From an optimization exercise on the open Yosys and OpenROAD flow, aimed at small area, a short achievable clock period and few clock cycles per item; shortcuts taken in it are not production practice.
RTL that was checked went through simulation tests only; none was proved equivalent to the original.
Only the layout flow was run in runs 1 to 4; the RTL was not checked for function there.
Power and IR drop assume default switching activity.

File: design/flow/design.v
`default_nettype none
`default_nettype wire
`default_nettype none
package cpu_pkg;
    typedef logic [16-1:0]  word_t;
    typedef logic [16-1:0]  addr_t;
    typedef logic [25-1:0] dram_addr_t;
    typedef logic [3:0]                  reg_idx_t;
    typedef enum logic [3:0] {
        OP_ADD  = 4'd0,
        OP_SUB  = 4'd1,
        OP_AND  = 4'd2,
        OP_OR   = 4'd3,
        OP_XOR  = 4'd4,
        OP_SHL  = 4'd5,
        OP_SHR  = 4'd6,
        OP_ADDI = 4'd7,
        OP_LDI  = 4'd8,
        OP_LD   = 4'd9,
        OP_ST   = 4'd10,
        OP_BRZ  = 4'd11
    } opcode_e;
    typedef enum logic [2:0] {
        IDLE,
        FETCH_INSTR,
        WAIT_INSTR,
        INSTR_OUT,
        FETCH_DATA,
        WAIT_DATA,
        DATA_OUT
    } seq_state_e;
endpackage
`default_nettype wire
`timescale 1ns/1ps
`default_nettype none
module cpu_top (
    input  wire         clk,
    input  wire         rst,
    output logic [24:0] dram_addr,
    output logic        dram_write_en,
    output logic [15:0] dram_write_data,
    input  wire  [15:0] dram_read_data,
    output logic [15:0] pc,
    output logic        retire
);
    logic [15:0] regs [16];
    logic [15:0] rv;                  
    logic [15:0] zf;                  
    logic [15:0] fa;                  
    logic        f0, f1, f2;          
    logic        lq0, lq1, lq2;       
    logic [3:0]  lq0_rd, lq1_rd, lq2_rd;
    logic        ev;                  
    logic        ei;                  
    logic        e_add, e_sub, e_and, e_or, e_xor, e_shl, e_shr, e_passb;
    logic        e_ld, e_st, e_br, e_wr;
    logic [3:0]  e_rd;
    logic [15:0] e_a, e_b, e_tgt;
    logic        e_z;
    logic [15:0] e_res;
    logic        e_wen;
    logic        e_mem;
    logic        e_taken;
    logic        a_inmap;
    logic        st_wen;
    logic [15:0] st_diff;
    logic        smc_hit;
    logic        flush;
    logic [15:0] pc1;
    logic [15:0] e_sum;
    logic [15:0] e_shl_r, e_shr_r;
    assign e_sum   = e_a + (e_sub ? ~e_b : e_b) + {15'd0, e_sub};
    assign e_shl_r = e_a << e_b[3:0];
    assign e_shr_r = e_a >> e_b[3:0];
    assign e_res = ({16{e_add | e_sub}} & e_sum)          |
                   ({16{e_and}}         & (e_a & e_b))    |
                   ({16{e_or}}          & (e_a | e_b))    |
                   ({16{e_xor}}         & (e_a ^ e_b))    |
                   ({16{e_shl}}         & e_shl_r)        |
                   ({16{e_shr}}         & e_shr_r)        |
                   ({16{e_passb}}       & e_b);
    assign e_wen   = (ev && e_wr) || ei;
    assign e_mem   = ev && (e_ld || e_st);
    assign e_taken = ev && e_br && e_z;
    assign a_inmap = (e_a[15:11] != 5'b11111);
    assign st_wen  = ev && e_st && a_inmap;
    assign pc1     = pc + 16'd1;
    assign st_diff = e_a - pc;
    assign smc_hit = ((st_diff[15:2] == 14'd0) && (st_diff[1:0] != 2'd0)) ||
                     ((e_a == 16'h0000) && (pc >= 16'hF7FC));
    assign flush   = st_wen && smc_hit;
    logic [15:0] faddr;
    logic [15:0] paddr;
    logic        issue;
    assign faddr = e_taken ? e_tgt : fa;
    assign paddr = e_mem ? e_a : faddr;
    assign issue = !e_mem;
    assign dram_addr       = {9'd0, (paddr[15:11] == 5'b11111) ? 16'h0000 : paddr};
    assign dram_write_en   = st_wen;
    assign dram_write_data = e_b;
    assign retire          = ev;
    logic [15:0] ins;
    logic [3:0]  d_op, d_rd, d_rs, d_rt;
    logic        d_uses_rs, d_uses_rt, d_br, d_wr;
    logic        haz;
    logic        kill_d;
    logic        go;
    logic        replay;
    logic [15:0] d_addr;
    logic [15:0] ra, rb;
    logic        rz;
    logic        res_zero;
    assign ins  = dram_read_data;
    assign d_op = ins[15:12];
    assign d_rd = ins[11:8];
    assign d_rs = ins[7:4];
    assign d_rt = ins[3:0];
    assign d_uses_rs = (d_op <= 4'd7) || (d_op == 4'd9) || (d_op == 4'd10);
    assign d_uses_rt = (d_op <= 4'd6) || (d_op == 4'd10);
    assign d_br      = (d_op == 4'd11);
    assign d_wr      = (d_op <= 4'd9);
    function automatic logic clash(input logic v, input logic [3:0] r,
                                   input logic urs, input logic urt, input logic ubr,
                                   input logic uwr, input logic [3:0] s, input logic [3:0] t,
                                   input logic [3:0] d);
        clash = v && ((urs && s == r) || (urt && t == r) || ((ubr || uwr) && d == r));
    endfunction
    assign haz = clash(ev && e_ld, e_rd, d_uses_rs, d_uses_rt, d_br, d_wr, d_rs, d_rt, d_rd) ||
                 clash(lq0,        lq0_rd, d_uses_rs, d_uses_rt, d_br, d_wr, d_rs, d_rt, d_rd) ||
                 clash(lq1,        lq1_rd, d_uses_rs, d_uses_rt, d_br, d_wr, d_rs, d_rt, d_rd);
    assign kill_d = e_taken || flush;
    assign go     = f2 && !kill_d && !haz;
    assign replay = f2 && !kill_d && haz;
    assign d_addr = ev ? pc1 : pc;
    assign res_zero = (e_res == 16'h0000);
    logic [15:0] sel_s, sel_t, sel_d;
    logic [15:0] rf_s, rf_t;
    logic        rf_z;
    always_comb begin
        rf_s = 16'h0000;
        rf_t = 16'h0000;
        rf_z = 1'b0;
        for (int i = 0; i < 16; i++) begin
            sel_s[i] = rv[i] && (d_rs == 4'(i));
            sel_t[i] = rv[i] && (d_rt == 4'(i));
            sel_d[i] = (d_rd == 4'(i));
            rf_s = rf_s | ({16{sel_s[i]}} & regs[i]);
            rf_t = rf_t | ({16{sel_t[i]}} & regs[i]);
            rf_z = rf_z | (sel_d[i] && (!rv[i] || zf[i]));
        end
        if (e_wen && e_rd == d_rs) ra = e_res;
        else                       ra = rf_s;
        if (e_wen && e_rd == d_rt) rb = e_res;
        else                       rb = rf_t;
        if (e_wen && e_rd == d_rd) rz = res_zero;
        else                       rz = rf_z;
    end
    always_ff @(posedge clk) begin
        if (!rst) begin
            pc  <= 16'h0000;
            fa  <= 16'h0000;
            f0  <= 1'b0;
            f1  <= 1'b0;
            f2  <= 1'b0;
            lq0 <= 1'b0;
            lq1 <= 1'b0;
            lq2 <= 1'b0;
            ev  <= 1'b0;
            ei  <= 1'b0;
            rv  <= 16'h0000;
        end else begin
            if (ev) pc <= e_taken ? e_tgt : pc1;
            if (e_taken) begin
                f0 <= 1'b1;
                f1 <= 1'b0;
                f2 <= 1'b0;
                fa <= e_tgt + 16'd1;
            end else if (flush || replay) begin
                f0 <= 1'b0;
                f1 <= 1'b0;
                f2 <= 1'b0;
                fa <= d_addr;
            end else begin
                f0 <= issue;
                f1 <= f0;
                f2 <= f1;
                if (issue) fa <= fa + 16'd1;
            end
            lq0 <= ev && e_ld;
            lq1 <= lq0;
            lq2 <= lq1;
            ev <= go;
            ei <= lq2;
            if (e_wen) rv[e_rd] <= 1'b1;
        end
    end
    always_ff @(posedge clk) begin
        lq0_rd <= e_rd;
        lq1_rd <= lq0_rd;
        lq2_rd <= lq1_rd;
        if (e_wen) begin
            regs[e_rd] <= e_res;
            zf[e_rd]   <= res_zero;
        end
        e_add   <= !lq2 && ((d_op == 4'd0) || (d_op == 4'd7));
        e_sub   <= !lq2 && (d_op == 4'd1);
        e_and   <= !lq2 && (d_op == 4'd2);
        e_or    <= !lq2 && (d_op == 4'd3);
        e_xor   <= !lq2 && (d_op == 4'd4);
        e_shl   <= !lq2 && (d_op == 4'd5);
        e_shr   <= !lq2 && (d_op == 4'd6);
        e_passb <= lq2 || (d_op == 4'd8);
        e_ld    <= (d_op == 4'd9);
        e_st    <= (d_op == 4'd10);
        e_br    <= d_br;
        e_wr    <= (d_op <= 4'd8);
        e_rd    <= lq2 ? lq2_rd : d_rd;
        e_a     <= ra;
        if (lq2)                 e_b <= dram_read_data;
        else if (d_op == 4'd7)   e_b <= {{12{ins[3]}}, ins[3:0]};
        else if (d_op == 4'd8)   e_b <= {8'h00, ins[7:0]};
        else                     e_b <= rb;
        e_z     <= rz;
        e_tgt   <= d_addr + 16'd1 + {{8{ins[7]}}, ins[7:0]};
    end
endmodule
`default_nettype wire
File: design/flow/run.sh
#!/bin/bash
# synth_recipe.tcl (not shown) runs the flow's synth.tcl, then flattens the netlist and writes it again
# the make line also repeats each setting of config.mk as NAME=value (left out here)
make -C /OpenROAD-flow-scripts/flow DESIGN_CONFIG=/design/flow/config.mk WORK_HOME=/design/flow/orfs CLKGATE_MAP_FILE= SYNTH_SCRIPT=/design/flow/synth_recipe.tcl finish
File: design/flow/config.mk
export PLATFORM = sky130hd
export DESIGN_NAME = cpu_top
export DESIGN_NICKNAME = cpu_top
export VERILOG_FILES = /design/flow/design.v
export SDC_FILE = /design/flow/constraint.sdc
export NUM_CORES = 4
export LEC_CHECK = 0
export CAP_MARGIN = 20
export CORE_MARGIN = 2
export CORE_UTILIZATION = 40
export PLACE_DENSITY = 0.6
export SETUP_SLACK_MARGIN = 3.0
export SLEW_MARGIN = 20
File: design/flow/constraint.sdc
create_clock -name core_clock -period 7.5 [get_ports {clk}]
set_input_delay 1.5000 -clock core_clock [delete_from_list [all_inputs] [get_ports {clk}]]
set_output_delay 1.5000 -clock core_clock [all_outputs]
set_load 0.01 [all_outputs]
==> results.ini, run 1 <==
[outcome]
outcome=complete, no violations

[final_layout]
n_fill_cell=5408
syn_to_final_growth_pct=14.0
layout-drive-gt1-share=0.115
fin_area_um2=26900
fin_nets=2466

[routing]
drtAntennaViolNets=0
dr.pass1.iters=6
drt_iter0_markers=2940
vias=21000
drc=0
drt-total-wl_um=89000
vias_per_cell=6.63
wl_per_cell_um=28.1

[logic_synthesis]
yosys.area.top_type=edfxtp_1
synth_area_um2=23600
synthCells=2336
avgSynthCellArea_um2=10.1
synth_top_area_share=0.346
async_flop_share=0
synth_area_leaders=edfxtp_1 (35%), dfxtp_1 (11%), ha_1 (4.7%), a221oi_1 (3.6%), a22o_1 (3.4%)
synth_seq_cells=405
yosysSeqAreaShare=0.458
synth.distinct_cells=85
synth_edf_count=272
synth_ff_type=edfxtp_1
synth_warnings=1

[power]
peakVddDrop_mv=0.132
powerDensity_nw_per_um2=184
power.leakage_nw=9.83

[placed_design]
gp_congestion=0.954
dp_hpwl_um=56900
portBuffers=67
placed_area_um2=25000
dp_slack_ns=2.14

[global_routing]
grt_pass1_vias=20000
antenna_found_initial=5
grt_first_pass_wirelength_um=128000
gr-total-overflow=0
grt_max_degree=54
globalRouteTotalUtil=0.283

[timing]
period_minus_slack_ns=4.44
whs_ns=0.417
fin_skew_ns=0.0354
max_slew_margin=0.126
fin_ws_ns=3.06
finalHoldViolCount=0
post-route-period-util=0.591
fmaxAchievable_mhz=225
drv_slew=0
worstMarginPinSlew_ns=1.31
finalSetupTns_ns=0
finalSetupViolCount=0
rsz0062_at_grt=true

[floorplan]
start_util=0.403
dieWidth_um=247
core-area_um2=58700
die_h_um=247
pin_count=77
rows=89
die_area_um2=61000

[worst_setup_path]
crit_path_end_kind=register
startpoint_type=register
path_max_fanout=22
arrival_ns=4.85
critical_path_class=reg -> reg
cp_data_required_time_ns=7.91

[clock_tree]
cts.hold.buffers_added=0
clk_pin_slew_ns=0.06
cts_tree=built
clk_latency_ns=0.61
cts_root_buffer=clkbuf_16
clock-sinks=405
clock_path_buffers=3
h-tree-depth=2
cts_buffers=44

[job]
cap_violations=0

[hold_path]
hold_class=reg -> reg

==> final timing paths <==
path,start,end,slack [ns],cells after the start
hold reg to reg,lq0_rd[2],lq1_rd[2],0.42,0
setup / recovery,e_b[0],zf[2],3.06,12
hold / removal,lq0_rd[2],lq1_rd[2],0.42,0
setup reg to reg,e_b[0],zf[2],3.06,12
==> area by class of cell <==
cell class	instances	area, µm²	area share
Multi-Input combinational cell	1667	12000	0.444
Sequential cell	405	10800	0.403
Timing Repair Buffer	151	1380	0.0512
Clock buffer	55	1180	0.0439
Tap cell	773	967	0.0359
Inverter	88	335	0.0125
Clock inverter	26	265	0.00985
Antenna cell	1	2.50	0.0000929
==> stage by stage <==
step / utilization / instances / power (mW)
detailed placement: 0.426 / 3057 / 2.76
finish: 0.459 / 3166 / 4.97
floorplan: - / 2344 / 2.67
global route: 0.459 / 3165 / 5.11
global placement: 0.426 / 3057 / 2.76
CTS: 0.454 / 3141 / 4.95
==> Yosys cell counts, drive strengths merged, types with 11 or more instances <==
cell	count
edfxtp	272
nor2	185
nand2	172
clkbuf	159
dfxtp	133
a221oi	99
a22oi	98
a22o	93
o21ai	91
ha	88
nand3	86
inv	85
and3	76
xor2	75
a21oi	71
xnor2	48
nand4	46
nor3	39
mux2i	36
o211ai	29
mux2	28
buf	27
nor2b	27
nand2b	20
a311oi	19
a211oi	16
mux4	16
nor4	16
a211o	14
o41ai	14
a31oi	13
o31ai	13
o21a	11
==> critical path: stages (launching register included) <==
cell and delay (ns):
dfxtp_4 0.42, buf_4 0.34, mux2_2 0.41, mux4_2 0.48
nor2_1 0.10, a21oi_1 0.05, a221oi_1 0.53, o31ai_2 0.13
buf_4 0.24, or3_4 0.47, or4_4 0.62, buf_4 0.18
o41ai_2 0.25
==> logic make-up after synthesis <==
| kind of cell | count (synthesis) | share of synthesized area |
|---|---|---|
| simple gates | 708 | 0.145 |
| compound gates | 654 | 0.210 |
| flops | 405 | 0.458 |
| buf+inv | 274 | 0.0477 |
| xor+xnor | 123 | 0.0456 |
| fa+ha+maj | 91 | 0.0492 |
| mux | 80 | 0.0445 |
| other cells | 1 | 0.000159 |
==> where the power goes <==
group          total (mW)  switching, mW  internal, mW
Combinational       0.327          0.204         0.123
Sequential           2.43         0.0393          2.40
Clock                2.21          0.945          1.26
==> registers in the layout, summed over array words and instances, names as in the netlist, 4 cells and up <==
name,count
regs,256
e_a,16
e_b,16
e_tgt,16
fa,16
pc,16
rv,16
zf,16
e_rd,4
lq0_rd,4
lq1_rd,4
lq2_rd,4
==> cell usage in the layout (no fill, tap or decap), types with 46 or more instances in the layout <==
cell type and count:
dfxtp_1 127, nand4_1 46, a22oi_1 97, a22o_1 93, clkdlybuf4s50_1 51, inv_1 83
a21oi_1 70, edfxtp_1 272, xor2_1 75, buf_4 75, a221oi_1 98, nand3_1 86
o21ai_0 86, nor2_1 170, nand2_1 172, ha_1 88, and3_1 74, xnor2_1 47
==> routing by layer <==
layer | share of wire | vias to the layer above | routed length, µm | track usage
li1 | - | 8988 | - | -
met5 | 0.00071 | - | 63 | 0
met1 | 0.38 | 10200 | 33400 | 0.344
met3 | 0.11 | 374 | 9790 | 0.0804
met4 | 0.057 | 10 | 5110 | 0.138
met2 | 0.46 | 1436 | 40600 | 0.458
==> timing repair <==
action / CTS / global route
cloned: 0 / 2
setup endpoints to repair: 33 / 31
buffers inserted: 3 / 21
gates resized for setup: 45 / 25
pin swaps: 1 / 7
==> inputs of run 2 (changes only) <==
--- a/design/flow/config.mk
+++ b/design/flow/config.mk
@@ -9,5 +9,4 @@
 export CORE_MARGIN = 2
 export CORE_UTILIZATION = 40
 export PLACE_DENSITY = 0.6
-export SETUP_SLACK_MARGIN = 3.0
 export SLEW_MARGIN = 20
==> run 2 against run 1 <==
Effect of this change: synthesized area is the same; hold slack improved by 0.0068 ns; synthesized cell count stayed put; maximum frequency fell by 19%; combinational power decreased by about 10%; largest cell class unchanged; largest power group unchanged.
==> results.ini, run 2 <==
[final_layout]
final_common_cell=edfxtp_1
top_register=regs
layout-drive-gt1-share=0.0966
fin_nets=2447
largest_reg_flops=256
n_antenna_cell=0
utilization=0.453
syn_to_final_growth_pct=12.5
mostFrequentLayoutCells=edfxtp_1 (272), nand2_1 (172), nor2_1 (172)

[power]
peakVddDrop_mv=0.149
p_int_mw=3.77
clockPowerShare=0.450
p_switching_mw=1.18
power.leakage_nw=9.60
powerDensity_nw_per_um2=186
p_comb_frac=0.059
swShare=0.239
pwr-share-seq=0.491

[clock_tree]
clock_path_buffers=3
cts_setup_buffers=0
h-tree-depth=2
clk_pin_slew_ns=0.06
clock-sinks=405
cts_tree=built
cts.hold.buffers_added=0
cts_buffers=43
cts_resized=0
clk_latency_ns=0.61
cts_root_buffer=clkbuf_16

[placed_design]
dp_hpwl_um=58500
dp_slack_ns=2.27
gp_congestion=0.936
portBuffers=67

[floorplan]
dieWidth_um=247
core-area_um2=58700
die_area_um2=61000
start_util=0.403
pin_count=77
rows=89
die_h_um=247

[timing]
max_slew_margin=0.193
period_minus_slack_ns=5.47
drv_slew=0
finalSetupViolCount=0
finalHoldViolCount=0
fin_skew_ns=0.0248
rsz0062_at_grt=false
fin_ws_ns=2.03
finalSetupTns_ns=0
post-route-period-util=0.729
fmaxAchievable_mhz=183
worstMarginPinSlew_ns=1.21

[logic_synthesis]
synth_warnings=1
synth_xor_area_frac=0.0456
yosysSeqAreaShare=0.458
synth_area_um2=23600
synth.distinct_cells=85
yosys.area.top_type=edfxtp_1
synth_top_family_by_area=compound AO/OA/AOI/OAI gates
synthCells=2336
synth_compound_area_frac=0.210
synth_ff_type=edfxtp_1
synth_top_area_share=0.346
synth_area_leaders=edfxtp_1 (35%), dfxtp_1 (11%), ha_1 (4.7%), a221oi_1 (3.6%), a22o_1 (3.4%)
synth_seq_cells=405
synth_commonest_cells=edfxtp_1 (272), nor2_1 (185), nand2_1 (172)
async_flop_share=0
synth_edf_count=272
synth-simple-area-share=0.145
avgSynthCellArea_um2=10.1
yosysMostFrequentCell=edfxtp_1
muxShareOfSynthArea=0.0445
synth-adder-area-share=0.0492

[worst_setup_path]
path_max_fanout=53
critical_path_class=reg -> out
cp_data_required_time_ns=6.00
crit_path_end_kind=output pin
reg2regPathDepth=12
startpoint_type=register
arrival_ns=3.97

[job]
cap_violations=0

[routing]
vias_per_cell=6.62
maxUsedRoutingLayer=met4
met1_length_um=33700
vias=20800
drtAntennaViolNets=0
dr_wl_met3_um=9400
drt-total-wl_um=89100
drc=0
drt_iter0_markers=2871
wl_met2_um=40900
dr.pass1.iters=8
wl_per_cell_um=28.3

[hold_path]
hold_class=reg -> reg
hold_depth=0

[global_routing]
grt_pass1_vias=20000
gr-total-overflow=0
grt_max_degree=54
grt_first_pass_wirelength_um=130000
globalRouteTotalUtil=0.288
antenna_found_initial=1

[outcome]
outcome=complete, no violations

[run 2: changes by cell type in the layout (fill, tap and decap cells not counted), moves of 3 or more]
cell             previous run  this run
buf_4                      75        68
clkdlybuf4s50_1            51        67
buf_12                      6         0
or4_4                       4         0
dlymetal6s2s_1              3         0
dlygate4sd2_1              13         0
clkinvlp_4                  7         3
a311oi_1                    9        19
a311oi_2                   10         0
clkinv_2                    6         9
dfxtp_2                     4         1
nor2_2                     12         8
dfxtp_1                   127       132
buf_6                       3         0
[run 2: cell type report]
cell class	count	area, µm²
multi-input cells	1665	11800
fillers	5359	32100
flip-flops and latches	405	10800
well taps	773	967
inverters	88	330
clock inverters	25	322
repair buffers	135	1180
clock buffers	53	1140
[run 2: critical path, cell delays in order (launching register included)]
cell and delay (ns):
dfxtp_1 0.31, buf_4 0.41, and3_1 0.23, buf_4 0.42, nand2_1 0.15, a21oi_1 0.16, a21oi_1 0.08, nor2_1 0.78
a311oi_1 0.25, clkdlybuf4s50_1 0.56
[run 2: worst paths after layout]
check,startpoint,endpoint,slack [ns]
worst max-delay path,ev,dram_addr[0],2.03
worst min-delay path,lq0_rd[1],lq1_rd[1],0.42
worst max register to register,e_b[2],zf[15],2.37
worst min register to register,lq0_rd[1],lq1_rd[1],0.42
[run 2: power groups by stage]
stage                     Combinational, mW  Sequential (mW)  Clock (mW)
after floorplan                       0.206             2.46           0
after global placement                0.282             2.48           0
after detailed placement              0.287             2.48           0
after CTS                             0.289             2.43        2.25
after global routing                  0.318             2.43        2.35
final                                 0.294             2.43        2.23
[run 2: cells by family after synthesis]
kind of cell,after synthesis
other,1
buffers and inverters,274
AND/OR/NAND/NOR,708
AO/OA/AOI/OAI,654
flip-flops,405
adder cells (fa/ha/maj),91
XOR/XNOR,123
multiplexers,80
[run 2: per-layer routing]
metal,vias up,GRT usage
li1,8925,-
met1,10100,0.353
met2,1424,0.468
met3,348,0.0718
met4,0,0.147
met5,-,0
[run 2: per-stage QoR]
step,hold slack [ns],cells,area [µm²],power (mW)
after floorplan,0.384,2344,23700,2.67
after global placement,0.410,3065,25100,2.76
after detailed placement,0.410,3065,25100,2.77
after CTS,0.420,3143,26600,4.97
after global routing,0.434,3144,26600,5.10
final,0.424,3144,26600,4.95
==> inputs of run 3 (changes only) <==
--- a/design/flow/config.mk
+++ b/design/flow/config.mk
@@ -9,4 +9,5 @@
 export CORE_MARGIN = 2
 export CORE_UTILIZATION = 40
 export PLACE_DENSITY = 0.6
+export SETUP_SLACK_MARGIN = 4.5
 export SLEW_MARGIN = 20
==> run 3 against run 2 <==
Effect of this change: clock skew grew 0.024 ns; design area grew 14%; sequential share of layout area shrank 4.6 points; final cell count grew 5.8%; synthesized cell count is the same; critical path type is now reg -> reg; still clean on timing, DRC and antenna; register-to-register slack gained 1.2 ns; sequential power is essentially flat; via count grew 6.1%; combinational power grew 38%.
==> results.ini, run 3 <==
[logic_synthesis]
synth_seq_cells=405
synth_warnings=1
synth_ff_type=edfxtp_1
synth_area_leaders=edfxtp_1 (35%), dfxtp_1 (11%), ha_1 (4.7%), a221oi_1 (3.6%), a22o_1 (3.4%)
async_flop_share=0
yosys.area.top_type=edfxtp_1
yosysMostFrequentCell=edfxtp_1
synth_edf_count=272
avgSynthCellArea_um2=10.1
synth_commonest_cells=edfxtp_1 (272), nor2_1 (185), nand2_1 (172)
synth_top_area_share=0.346
yosysSeqAreaShare=0.458
synth_area_um2=23600
synthCells=2336
synth.distinct_cells=85

[worst_setup_path]
slowest_stage=or4_4
path_buf_inv=3
arrival_ns=4.33
slowest_delay_ns=0.61
startpoint_type=register
rr_startpoint=e_sub
cp_data_required_time_ns=7.90
path_max_fanout=19
startpoint=e_sub
crit_path_end_kind=register
critical_path_class=reg -> reg
crit_top_cell=buf_4
cpLargestDelayFamily=simple AND/OR/NAND/NOR gates
path_cells=buf_6, xor2_1, ha_1, a21oi_2, buf_4, nor2_1, o21ai_0, nand4_1, nor3_2, o21ai_1, buf_4, or3_4, or4_4, o41ai_2

[placed_design]
placed_cells=3056
gp_congestion=0.941
dp_hpwl_um=57500
portBuffers=67

[clock_tree]
cts_buffers=45
h-tree-depth=2
cts_tree=built
clock_path_buffers=3
cts.hold.buffers_added=0
clock-sinks=405
clk_latency_ns=0.61
cts_root_buffer=clkbuf_16
clk_pin_slew_ns=0.06

[floorplan]
start_util=0.403
rows=89
core-area_um2=58700
dieWidth_um=247
die_area_um2=61000
pin_count=77
die_h_um=247

[timing]
whs_ns=0.417
finalHoldViolCount=0
drv_slew=0
worstMarginPinSlew_ns=1.15
fin_skew_ns=0.0486
fmaxAchievable_mhz=255
post-route-period-util=0.523
max_slew_margin=0.232
rsz0062_at_grt=true
finalSetupTns_ns=0
period_minus_slack_ns=3.92
finalSetupViolCount=0

[power]
power.leakage_nw=11.3
p_comb_frac=0.079
peakVddDrop_mv=0.159
swShare=0.242
clockPowerShare=0.448
powerDensity_nw_per_um2=169
pwr-share-seq=0.473
p_int_mw=3.89
p_switching_mw=1.24

[routing]
drt_iter0_markers=3215
vias=22100
drc=0
wl_per_cell_um=28.9
drt-total-wl_um=96200
dr.pass1.iters=9
drtAntennaViolNets=0
vias_per_cell=6.64

[global_routing]
antenna_found_initial=4
grt_first_pass_wirelength_um=137000
grt_max_degree=38
globalRouteTotalUtil=0.304
gr-total-overflow=0
grt_pass1_vias=21200

[hold_path]
hold_class=reg -> reg
worstHoldStart=lq0_rd[2]

[final_layout]
top_register=regs
mostFrequentLayoutCells=edfxtp_1 (272), buf_4 (179), nand2_1 (167)
stdcell_count=3326
n_fill_cell=5041
final_common_cell=edfxtp_1
syn_to_final_growth_pct=28.6
largest_reg_flops=256
layout-drive-gt1-share=0.290
fin_nets=2625

[outcome]
outcome=complete, no violations

[job]
cap_violations=0

run 3: power by group through the flow:
| stage | sequential (mW) | clock [mW] | combinational [mW] |
|---|---|---|---|
| 2_1_floorplan | 2.46 | 0 | 0.233 |
| 3_3_place_gp | 2.49 | 0 | 0.286 |
| 3_5_place_dp | 2.49 | 0 | 0.292 |
| 4_1_cts | 2.42 | 2.32 | 0.365 |
| 5_1_grt | 2.43 | 2.40 | 0.428 |
| 6_report | 2.43 | 2.30 | 0.407 |
run 3: logic make-up after synthesis:
kind of cell               count (synthesis)  synth area share
AOI/OAI and AO/OA                        654             0.210
xor gates and xnor gates                 123            0.0456
adders and majority gates                 91            0.0492
buffers and inverters                    274            0.0477
DFF                                      405             0.458
muxes                                     80            0.0445
other                                      1          0.000159
and+or+nand+nor                          708             0.145
run 3: per-stage QoR:
step / area, µm² / util / setup slack (ns) / total power, mW
after global placement: 25600 / 0.436 / 2.51 / 2.77
after floorplan: 25100 / - / 3.46 / 2.70
final: 30400 / 0.518 / 3.58 / 5.13
after CTS: 29300 / 0.499 / 3.51 / 5.11
after global routing: 30400 / 0.518 / 3.50 / 5.25
after detailed placement: 25600 / 0.437 / 2.49 / 2.78
run 3: final timing paths:
| kind | to | slack [ns] | depth (start not counted) |
|---|---|---|---|
| setup / recovery | zf[14] | 3.58 | 14 |
| hold / removal | lq1_rd[2] | 0.42 | 0 |
| setup reg to reg | zf[14] | 3.58 | 14 |
| hold reg to reg | lq1_rd[2] | 0.42 | 0 |
run 3: routing by layer:
layer / vias up / GRT usage / wire [µm]
met5: - / 0 / 16
met2: 1621 / 0.498 / 44300
met3: 460 / 0.0739 / 10700
met4: 4 / 0.185 / 6890
li1: 9343 / - / -
met1: 10700 / 0.359 / 34400
run 3: timing repair:
action	CTS	global route
endpoints found under the setup margin	500	152
setup buffers	114	56
gates cloned	12	4
gates resized for setup	463	129
pin swaps	82	63
run 3: final cells by class:
cell class,instances,area (µm²),share of cell area
Multi-Input combinational cell,1671,13600,0.449
Sequential cell,405,11000,0.361
Timing Repair Buffer,305,2880,0.0947
Clock buffer,59,1230,0.0405
Tap cell,773,967,0.0318
Inverter,88,377,0.0124
Clock inverter,24,308,0.0101
Antenna cell,1,2.50,0.0000824
run 3: worst reg2reg max path, stage by stage (launching register included):
cell and delay (ns):
dfxtp_4 0.40, buf_6 0.18, xor2_1 0.19, ha_1 0.30, a21oi_2 0.24, buf_4 0.14, nor2_1 0.03, o21ai_0 0.21
nand4_1 0.16, nor3_2 0.23, o21ai_1 0.15, buf_4 0.23, or3_4 0.42, or4_4 0.61, o41ai_2 0.26
==> inputs of run 4 (changes only) <==
--- a/design/flow/config.mk
+++ b/design/flow/config.mk
@@ -5,6 +5,7 @@
 export SDC_FILE = /design/flow/constraint.sdc
 export NUM_CORES = 4
 export LEC_CHECK = 0
+export ABC_CLOCK_PERIOD_IN_PS = 3000
 export CAP_MARGIN = 20
 export CORE_MARGIN = 2
 export CORE_UTILIZATION = 40
==> run 4 against run 3 <==
Effect of this change: still clean; design area did not move; critical path depth did not move; combinational power is essentially flat; critical endpoint unchanged; highest routed layer unchanged.
==> results.ini, run 4 <==
[outcome]
outcome=complete, no violations

[logic_synthesis]
synth_seq_cells=405
synth_area_leaders=edfxtp_1 (35%), dfxtp_1 (11%), ha_1 (4.7%), a221oi_1 (3.6%), a22o_1 (3.4%)
synth_top_area_share=0.346
yosysSeqAreaShare=0.458
synth_warnings=1
synth.distinct_cells=85
synth_area_um2=23600
synth_edf_count=272
yosysMostFrequentCell=edfxtp_1
synth_ff_type=edfxtp_1
yosys.area.top_type=edfxtp_1
synth_commonest_cells=edfxtp_1 (272), nor2_1 (185), nand2_1 (172)
avgSynthCellArea_um2=10.1
async_flop_share=0
synthCells=2336

[floorplan]
start_util=0.403
die_area_um2=61000
die_h_um=247
core-area_um2=58700
rows=89
dieWidth_um=247
pin_count=77

[routing]
drtAntennaViolNets=0
wl_per_cell_um=28.9
vias_per_cell=6.64
drc=0
drt_iter0_markers=3215
vias=22100
drt-total-wl_um=96200
dr.pass1.iters=9

[clock_tree]
clock-sinks=405
clk_pin_slew_ns=0.06
cts_root_buffer=clkbuf_16
h-tree-depth=2
cts_tree=built
cts_buffers=45
clk_latency_ns=0.61
clock_path_buffers=3

[worst_setup_path]
critical_path_class=reg -> reg
path_cells=buf_6, xor2_1, ha_1, a21oi_2, buf_4, nor2_1, o21ai_0, nand4_1, nor3_2, o21ai_1, buf_4, or3_4, or4_4, o41ai_2
startpoint_type=register
slowest_stage=or4_4
path_max_fanout=19
cp_data_required_time_ns=7.90
rr_startpoint=e_sub
arrival_ns=4.33
crit_top_cell=buf_4
r2r-end=zf[14]
reg2regPathDepth=14
ff2ff_setup_slack_ns=3.58
crit_path_end_kind=register
slowest_delay_ns=0.61

[timing]
rsz0062_at_grt=true
finalHoldViolCount=0
finalSetupViolCount=0
finalSetupTns_ns=0
drv_slew=0
fmaxAchievable_mhz=255
period_minus_slack_ns=3.92
worstMarginPinSlew_ns=1.15
max_slew_margin=0.232
fin_skew_ns=0.0486
post-route-period-util=0.523

[power]
power.leakage_nw=11.3
peakVddDrop_mv=0.159
p_total_mw=5.13
powerDensity_nw_per_um2=169

[placed_design]
placed_area_um2=25600
portBuffers=67
dp_hpwl_um=57500
gp_congestion=0.941

[hold_path]
holdPathEnd=lq1_rd[2]
worstHoldStart=lq0_rd[2]
hold_depth=0
hold_class=reg -> reg

[job]
cap_violations=0

[final_layout]
fin_area_um2=30400
largest_reg_flops=256
top_register=regs
syn_to_final_growth_pct=28.6
final_common_cell=edfxtp_1
mostFrequentLayoutCells=edfxtp_1 (272), buf_4 (179), nand2_1 (167)
layout-drive-gt1-share=0.290
n_fill_cell=5041
fin_nets=2625

[global_routing]
grt_pass1_vias=21200
grt_max_degree=38
gr-total-overflow=0
grt_first_pass_wirelength_um=137000
globalRouteTotalUtil=0.304
antenna_found_initial=4

## run 4: cell counts after synthesis
No cell type changed its count.
## run 4: report_power, final
part | internal, mW | leakage, nW | total [mW] | switching [mW]
sequential | 2.39 | 3.58 | 2.43 | 0.0390
combinational | 0.162 | 6.99 | 0.407 | 0.245
clock | 1.34 | 0.748 | 2.30 | 0.957
total | 3.89 | 11.3 | 5.13 | 1.24
## run 4: final cells by class
type	instances	area, µm²	area share
repair buffers	305	2880	0.0947
clock inverters	24	308	0.0101
diodes	1	2.50	0.0000824
well taps	773	967	0.0318
multi-input cells	1671	13600	0.449
clock buffers	59	1230	0.0405
inverters	88	377	0.0124
flip-flops and latches	405	11000	0.361
## run 4: what timing repair did
item,in CTS,in global routing
hold buffers,0,0
resized for setup,463,129
hold endpoints to repair,0,0
pin swaps,82,63
cloned,12,4
setup buffers,114,56
endpoints found under the setup margin,500,152
## run 4: per-layer routing
layer	global-route usage	vias up	routed length, µm
met2	0.498	1621	44300
met3	0.0739	460	10700
met4	0.185	4	6890
li1	-	9343	-
met5	0	-	16
met1	0.359	10700	34400
## run 4: cells by family after synthesis
kind of cell | synth area share
other | 0.000159
flip-flops | 0.458
adder cells (fa/ha/maj) | 0.0492
AO/OA/AOI/OAI | 0.210
AND/OR/NAND/NOR | 0.145
buffers and inverters | 0.0477
multiplexers | 0.0445
XOR/XNOR | 0.0456
## run 4: critical path, delay by kind of cell (launching register included)
kind                       cells  cell delay (ns)
and+or+nand+nor                5             1.45
xor gates and xnor gates       1             0.18
AOI/OAI and AO/OA              4             0.86
buffers and inverters          3             0.55
adders and majority gates      1             0.30
DFF                            1             0.40
## run 4: how the worst max path moves through the flow
stage                     slack, ns              start  depth (start not counted)     end
after floorplan                3.46             e_b[2]                         15  zf[13]
after global placement         2.51  dram_read_data[7]                         10  fa[15]
final                          3.58              e_sub                         14  zf[14]
after CTS                      3.51              e_sub                         12   zf[1]
after detailed placement       2.49  dram_read_data[7]                         10  fa[15]
after global routing           3.50              e_sub                         14   zf[5]
## run 4: per-stage QoR
step           utilization  hold slack [ns]  worst slack, ns  std cells
4_1_cts              0.499            0.418             3.51       3265
3_3_place_gp         0.436            0.416             2.51       3056
6_report             0.518            0.417             3.58       3326
5_1_grt              0.518            0.436             3.50       3326
3_5_place_dp         0.437            0.410             2.49       3056
2_1_floorplan            -            0.384             3.46       2344
==> inputs of run 5 (changes only) <==
--- a/design/flow/design.v
+++ b/design/flow/design.v
@@ -133,27 +133,13 @@
     assign replay = f2 && !kill_d && haz;
     assign d_addr = ev ? pc1 : pc;
     assign res_zero = (e_res == 16'h0000);
-    logic [15:0] sel_s, sel_t, sel_d;
-    logic [15:0] rf_s, rf_t;
-    logic        rf_z;
     always_comb begin
-        rf_s = 16'h0000;
-        rf_t = 16'h0000;
-        rf_z = 1'b0;
-        for (int i = 0; i < 16; i++) begin
-            sel_s[i] = rv[i] && (d_rs == 4'(i));
-            sel_t[i] = rv[i] && (d_rt == 4'(i));
-            sel_d[i] = (d_rd == 4'(i));
-            rf_s = rf_s | ({16{sel_s[i]}} & regs[i]);
-            rf_t = rf_t | ({16{sel_t[i]}} & regs[i]);
-            rf_z = rf_z | (sel_d[i] && (!rv[i] || zf[i]));
-        end
         if (e_wen && e_rd == d_rs) ra = e_res;
-        else                       ra = rf_s;
+        else                       ra = rv[d_rs] ? regs[d_rs] : 16'h0000;
         if (e_wen && e_rd == d_rt) rb = e_res;
-        else                       rb = rf_t;
+        else                       rb = rv[d_rt] ? regs[d_rt] : 16'h0000;
         if (e_wen && e_rd == d_rd) rz = res_zero;
-        else                       rz = rf_z;
+        else                       rz = !rv[d_rd] || zf[d_rd];
     end
     always_ff @(posedge clk) begin
         if (!rst) begin
==> design/flow/config.mk (replaced) <==
export PLATFORM = sky130hd
export DESIGN_NAME = cpu_top
export DESIGN_NICKNAME = cpu_top
export VERILOG_FILES = /design/flow/design.v
export SDC_FILE = /design/flow/constraint.sdc
export NUM_CORES = 4
export LEC_CHECK = 0
export CAP_MARGIN = 20
export CORE_MARGIN = 2
export CORE_UTILIZATION = 40
export PLACE_DENSITY = 0.6
export SLEW_MARGIN = 20
==> run 5 against run 4 <==
Effect of this change: sequential share of layout area grew 2.8 points; critical endpoint is now dram_addr[0]; synthesized area grew 4.8%; still clean; via count shrank 14%; critical path type is now reg -> out; routed wire length shrank 17%.
==> results.ini, run 5 <==
[logic_synthesis]
synth_commonest_cells=edfxtp_1 (272), nand2_1 (204), nor2_1 (186)
synth.distinct_cells=85
synth_area_um2=24800
avgSynthCellArea_um2=11.3
yosysSeqAreaShare=0.437
yosys.area.top_type=edfxtp_1
yosysMostFrequentCell=edfxtp_1
synth_warnings=1
synth_seq_cells=405
synth_top_area_share=0.330
synth_ff_type=edfxtp_1
synth_edf_count=272
async_flop_share=0
synthCells=2184
synth_area_leaders=edfxtp_1 (33%), mux4_2 (16%), dfxtp_1 (11%), ha_1 (4.4%), nand2_1 (3.1%)

[job]
cap_violations=0

[final_layout]
top_register=regs
syn_to_final_growth_pct=12.3
mostFrequentLayoutCells=edfxtp_1 (272), nand2_1 (204), mux4_2 (181)
largest_reg_flops=256
final_common_cell=edfxtp_1
multi_input_area_um2=13000
regArea_um2=10800
n_fill_cell=5608
fin_nets=2306
layout-drive-gt1-share=0.164
utilization=0.452

[global_routing]
globalRouteTotalUtil=0.250
grt_max_degree=66
gr-total-overflow=0
grt_first_pass_wirelength_um=120000
grt_pass1_vias=18600
antenna_found_initial=0

[floorplan]
rows=91
die_h_um=253
start_util=0.403
core-area_um2=61500
pin_count=77
die_area_um2=63900
dieWidth_um=253

[clock_tree]
cts_setup_buffers=0
cts.hold.buffers_added=0
clk_latency_ns=0.60
cts_buffers=46
h-tree-depth=2
clk_pin_slew_ns=0.06
cts_tree=built
clock_path_buffers=3
cts_root_buffer=clkbuf_16
cts_resized=0
clock-sinks=405

[placed_design]
gp_congestion=0.959
dp_hpwl_um=53900
portBuffers=67

[timing]
worstMarginPinSlew_ns=1.14
fin_skew_ns=0.0306
max_slew_margin=0.242
fmaxAchievable_mhz=184
period_minus_slack_ns=5.45
finalSetupViolCount=0
post-route-period-util=0.727
rsz0062_at_grt=false
drv_slew=0
finalHoldViolCount=0
finalSetupTns_ns=0

[worst_setup_path]
cp_data_required_time_ns=6.00
startpoint_type=register
arrival_ns=3.95
ff2ff_setup_slack_ns=2.14
critical_path_class=reg -> out
path_max_fanout=48
crit_path_end_kind=output pin

[routing]
wl_per_cell_um=26.6
drt-total-wl_um=80300
vias=19000
drc=0
vias_per_cell=6.28
drt_iter0_markers=2163
drtAntennaViolNets=0
dr.pass1.iters=5

[outcome]
outcome=complete, no violations

[power]
peakVddDrop_mv=0.157
power.leakage_nw=9.69
powerDensity_nw_per_um2=190

[hold_path]
hold_class=reg -> reg

-- run 5: logic make-up after synthesis --
family,synth area share
adder cells (fa/ha/maj),0.0469
multiplexers,0.194
XOR/XNOR,0.0421
AO/OA/AOI/OAI,0.116
flip-flops,0.437
other,0.000151
buffers and inverters,0.0420
AND/OR/NAND/NOR,0.122
-- run 5: worst paths after layout --
path	start	end	cells past startpoint
max	ev	dram_addr[0]	9
min	lq0_rd[3]	lq1_rd[3]	0
max reg2reg	e_b[0]	zf[12]	12
min reg2reg	lq0_rd[3]	lq1_rd[3]	0
-- run 5: per-stage QoR --
stage | std cells | hold WS [ns] | setup slack [ns] | total power [mW] | instance area (µm²)
after global placement | 2938 | 0.414 | 2.38 | 2.95 | 26200
final | 3024 | 0.427 | 2.05 | 5.27 | 27800
after global routing | 3023 | 0.439 | 1.74 | 5.42 | 27800
after detailed placement | 2938 | 0.422 | 2.21 | 2.96 | 26200
after floorplan | 2192 | 0.384 | 2.79 | 2.81 | 24800
after CTS | 3022 | 0.429 | 2.11 | 5.30 | 27800
-- run 5: report_power, final --
group          internal (mW)  total (mW)  switching, mW  leakage, nW
registers               2.40        2.44         0.0421         3.57
clock network           1.39        2.36          0.963        0.763
logic                  0.195       0.472          0.277         5.36
-- run 5: critical path, stage by stage (launching register included) --
cell and delay (ns):
dfxtp_1 0.32, buf_4 0.42, and3_1 0.24, buf_4 0.42
nand3_1 0.13, o21ai_0 0.14, mux2i_1 0.14, nor2_1 0.75
a311oi_1 0.22, clkdlybuf4s50_1 0.56
-- run 5: metal layers --
layer / part of all wire / GRT usage / wire length, µm / up-vias
li1: - / - / - / 8351
met1: 0.41 / 0.335 / 32900 / 9501
met2: 0.47 / 0.409 / 38000 / 953
met3: 0.075 / 0.0344 / 5990 / 183
met4: 0.043 / 0.105 / 3460 / 0
met5: 0 / 0 / 0 / -
-- run 5: final cells by class --
cell class | count | share of cell area
well taps | 790 | 0.0356
repair buffers | 119 | 0.0373
clock inverters | 30 | 0.0122
flip-flops and latches | 405 | 0.390
diodes | 1 | 0.0000900
clock buffers | 54 | 0.0444
inverters | 96 | 0.0130
multi-input cells | 1529 | 0.468
Testbench counts of run 5, summed over its fixed seeds: cycles 54,051, instructions 38,400.

-- afterwards: timing with drivers on the ports --
No port has a modelled driver above. Below, the same layouts with a new extraction and two added sets of constraints.
Step 1, drivers: a clkbuf_16 drives clk and a buf_2 each remaining input, both assumed.
Step 2, shift: input delay + t, output delay - t, t = (earliest + latest rising clock arrival at the registers) / 2. This alone moves slack from input paths to output paths.
Slacks: ideal ports / drivers / drivers and shift; pairs: ideal ports / drivers.
run | shift t [ns] | setup slack, ns | latest minus earliest clock arrival (ns)
run 1 | 0.659 | 3.064 / 3.064 / 2.473 | 0.035 / 0.035
run 2 | 0.657 | 2.032 / 1.969 / 2.252 | 0.027 / 0.027
run 3 | 0.649 | 3.578 / 3.578 / 3.528 | 0.049 / 0.049
run 4 | 0.649 | 3.578 / 3.578 / 3.528 | 0.049 / 0.049
run 5 | 0.637 | 2.051 / 1.992 / 2.140 | 0.033 / 0.033
After both steps setup and hold are still met in every run listed. The setup slack of run 1, which loses most, moves by 0.000 ns with the drivers and by -0.591 ns with both steps.
